This design comes from an exercise in tuning for small area and a short achievable clock period on the open sky130 flow, not from production work.
The RTL was checked by simulation tests, not by an equivalence proof against the original design.
Power figures rest on the tool's default switching activity, not on a simulated workload.

Setup of exp/sierra:
==> flow/design.v (excerpt) <==
module dma_csr_queue (
    input  logic               clk,
    input  logic               rstn,
    input  logic [63:0]        addr,
    input  logic [63:0]        wdata,
    input  logic               we,
    output logic [63:0]        rdata,
    output logic [3:0]         ch_start,
    output logic [3:0][63:0]   ch_addr,
    output logic [3:0][31:0]   ch_len,
    input  logic [3:0]         ch_busy,
    input  logic [3:0]         ch_done,
    input  logic [3:0]         ch_err,
    output logic               irq
);
Size in the first run: roughly 5300 cells after synthesis, ~600 I/O pins, roughly 92000 um^2 of cells after synthesis.
clock: 8.0 ns
lec_check: 0
cap_margin: 20
core_margin: 2
core_utilization: 65
setup_slack_margin: 3.5
slew_margin: 20
synth_hierarchical: 1
standard.sh (not shown) runs the stock make flow with config.mk's settings and CLKGATE_MAP_FILE= SYNTH_SCRIPT=/design/flow/synth_recipe.tcl, a recipe that flattens the netlist after the stock synthesis.
==> flow/flow/run.sh <==
#!/bin/bash
# Standard ORFS layout (the standard.sh) with three changes:
#  - port buffers use buf_1 (the resizer may upsize them) instead of the default delay-cell buffer;
#  - addr, we and rdata pins are kept together on the left edge (flow/pins.tcl), next to
#    the combinational read path that joins them;
#  - clock tree: clkbuf_4/clkbuf_8 with sinks clustered by 12, and no dummy balancing loads.
set -euo pipefail
bash standard.sh BUFFER_PORTS_ARGS="-buffer_cell sky130_fd_sc_hd__buf_1" \
  PRE_IO_PLACEMENT_TCL="$PWD/flow/pins.tcl" \
  CTS_ARGS="-sink_clustering_enable -repair_clock_nets -sink_clustering_size 12 -sink_clustering_max_diameter 60 -buf_list {sky130_fd_sc_hd__clkbuf_4 sky130_fd_sc_hd__clkbuf_8} -dont_use_dummy_load" \
  finish > standard_flow.log 2>&1
==> flow/flow/pins.tcl <==
# Keep the bus address, write enable and read data pins together on one edge,
# next to the combinational read path that joins them.
set_io_pin_constraint -pin_names {addr[*] we rdata[*]} -region left:*
--- input diff exp/sierra..exp/xenon ---
Settings: putting PLACE_DENSITY at 0.8 where nothing was set.
-- flow/flow/run.sh --
<<< exp/sierra, line 2
# Standard ORFS layout (the standard.sh) with three changes:
>>> exp/xenon, line 2
# Standard ORFS layout (the standard.sh) with two changes:
<<< exp/sierra, line 4
#  - addr, we and rdata pins are kept together on the left edge (flow/pins.tcl), next to
#    the combinational read path that joins them;
>>> exp/xenon, line 4
<<< exp/sierra, line 9
  PRE_IO_PLACEMENT_TCL="$PWD/flow/pins.tcl" \
>>> exp/xenon, line 7
removed: flow/flow/pins.tcl
Results
Comparing exp/sierra and exp/xenon, share of layout cells above drive strength 1 is lower on exp/xenon.
Slowest library cell on the worst path: a22oi_2 -> exp/xenon, nor3_2 -> exp/sierra
Summary: number of violations reported at the end of detailed-routing iteration 0, exp/xenon worse than exp/sierra
Max hold slack across exp/sierra and exp/xenon: exp/xenon
When exp/xenon is set beside exp/sierra, its wire length reported by the detailed router turns out to be about 4% smaller.
exp/sierra -> exp/xenon: total power flat
Compared with exp/sierra, non-clock buffer total of the final layout in exp/xenon decreased by a little under 10%.
Launching element of the worst setup path = addr[4]: exp/sierra; launching element of the worst setup path = addr[5]: exp/xenon
Going from exp/sierra to exp/xenon, net switching share of the total power about even, clock tree buffer count of the final layout +1.8%.
The inputs of exp/willow differ from those of exp/xenon as listed below.
Settings: PLACE_DENSITY changed from 0.8 to 0.9.
### Flow results
Global routing usage on met1 of exp/willow is on par with exp/xenon. Diff exp/xenon -> exp/willow: average via count per standard cell has increased; worst hold slack across all endpoints shrank by 0.059 ns; max-slew headroom at the worst pin fell by 3.6 points; number of clock buffers in the layout climbed 2. Global-route wire length before repair was higher in exp/willow than in exp/xenon.
Relative to exp/willow, the following input files were edited for exp/fjord:
Settings: removing PLACE_DENSITY (formerly 0.9).
## What came out
- On proportion of cell area spent on the clock network, exp/fjord tracks exp/willow almost exactly.
- Of exp/fjord and exp/willow, exp/fjord shows the higher post-cts sizing count, with exp/willow below it.
- Worst setup slack improves in exp/fjord relative to exp/willow.
- Re global routing usage summed across all routing layers: exp/fjord and exp/willow aren't equal, and the lower value belongs to exp/fjord.
- Relative to exp/willow, the number of post-CTS setup repair buffers of exp/fjord is lower by about 15%.
- Clock-pin slew on the worst setup and hold paths delta (exp/willow -> exp/fjord): insignificant

---

dma_csr_queue, a different RTL version from the one above (not shown whole).
Size in the first run: about 4500 cells after synthesis, about 2500 flip-flops, roughly 600 I/O pins, roughly 0.092 sq mm of cells after synthesis.
Settings: LEC_CHECK=0, CAP_MARGIN=20, CORE_MARGIN=2, CORE_UTILIZATION=55, SETUP_SLACK_MARGIN=3.2, SLEW_MARGIN=20; clock period 8.0 ns.
run.sh (not shown) runs the stock make flow with config.mk's settings and CLKGATE_MAP_FILE= SYNTH_SCRIPT=/design/flow/synth_recipe.tcl, a recipe that flattens the netlist after the stock synthesis.
Stock flow here: none of the scripts above is used.
Rerun with:
==> flow/flow/run.sh (new file) <==
#!/bin/bash
# Standard ORFS layout; the only change is the cell used for the port buffers
# (buf_1, which the resizer may upsize, instead of the default delay-cell buffer).
set -euo pipefail
bash standard.sh BUFFER_PORTS_ARGS="-buffer_cell sky130_fd_sc_hd__buf_1" finish > standard_flow.log 2>&1
==> flow/standard.sh (new file) <==
#!/bin/bash
# synth_recipe.tcl (not shown) runs the flow's synth.tcl, then flattens the netlist and writes it again
# the make line also repeats each setting of config.mk as NAME=value (left out here)
make -C /OpenROAD-flow-scripts/flow DESIGN_CONFIG=/design/flow/config.mk WORK_HOME=/design/flow/orfs CLKGATE_MAP_FILE= SYNTH_SCRIPT=/design/flow/synth_recipe.tcl "${@:-finish}"
removed: flow/run.sh
The new run ran to the end with no violations; design area came out lower by 3.1%; critical path depth came out lower by 1; total power came out lower by 1.7%; setup slack gets better by 0.22 ns; sequential power stays flat; wire length came out lower by 4.0%; worst hold slack gets better by 0.0060 ns; count of clock-buffer cells in the layout came out higher by 4; global-route usage came out lower by 1.4 points; synthesized cell count stays the same.

-- re-timing with driven ports --
The flow's constraints put no driver on any port. The routed layouts listed below were extracted and timed again, unchanged, in two steps.
Step 1 sets driving cells, clkbuf_16 on the clock port and buf_2 on the other inputs (assumed; they add their load-dependent delay and slew).
Step 2 times the ports against the registers' clock, not the clock port: input delays grow and output delays shrink by t, the midpoint of the rising clock arrivals with the driver on.
Three values: no drivers, after step 1, after step 2; two values: the first two.
run	t, ns	setup WS [ns]	worst setup path after step 2	latest minus earliest clock arrival (ns)	slew at the worst register clock pin (ns)
exp/sierra	1.033	3.086 / 3.023 / 2.534	input to register	0.090 / 0.090	0.10 / 0.10
exp/xenon	1.032	3.142 / 3.012 / 2.482	input to register	0.087 / 0.087	0.09 / 0.09
exp/willow	1.069	2.815 / 2.774 / 2.633	input to register	0.140 / 0.139	0.12 / 0.12
exp/fjord	1.027	3.050 / 2.997 / 2.688	input to register	0.084 / 0.084	0.09 / 0.09
the first run of note 2	0.955	2.489 / 2.249 / 2.249	input to output	0.038 / 0.038	0.07 / 0.07
the second run of note 2	0.947	2.709 / 2.605 / 2.497	input to register	0.031 / 0.031	0.07 / 0.07
After both steps setup and hold are still met in every run listed. The setup slack of exp/xenon, which loses most, moves by -0.130 ns with the drivers and by -0.660 ns with both steps.
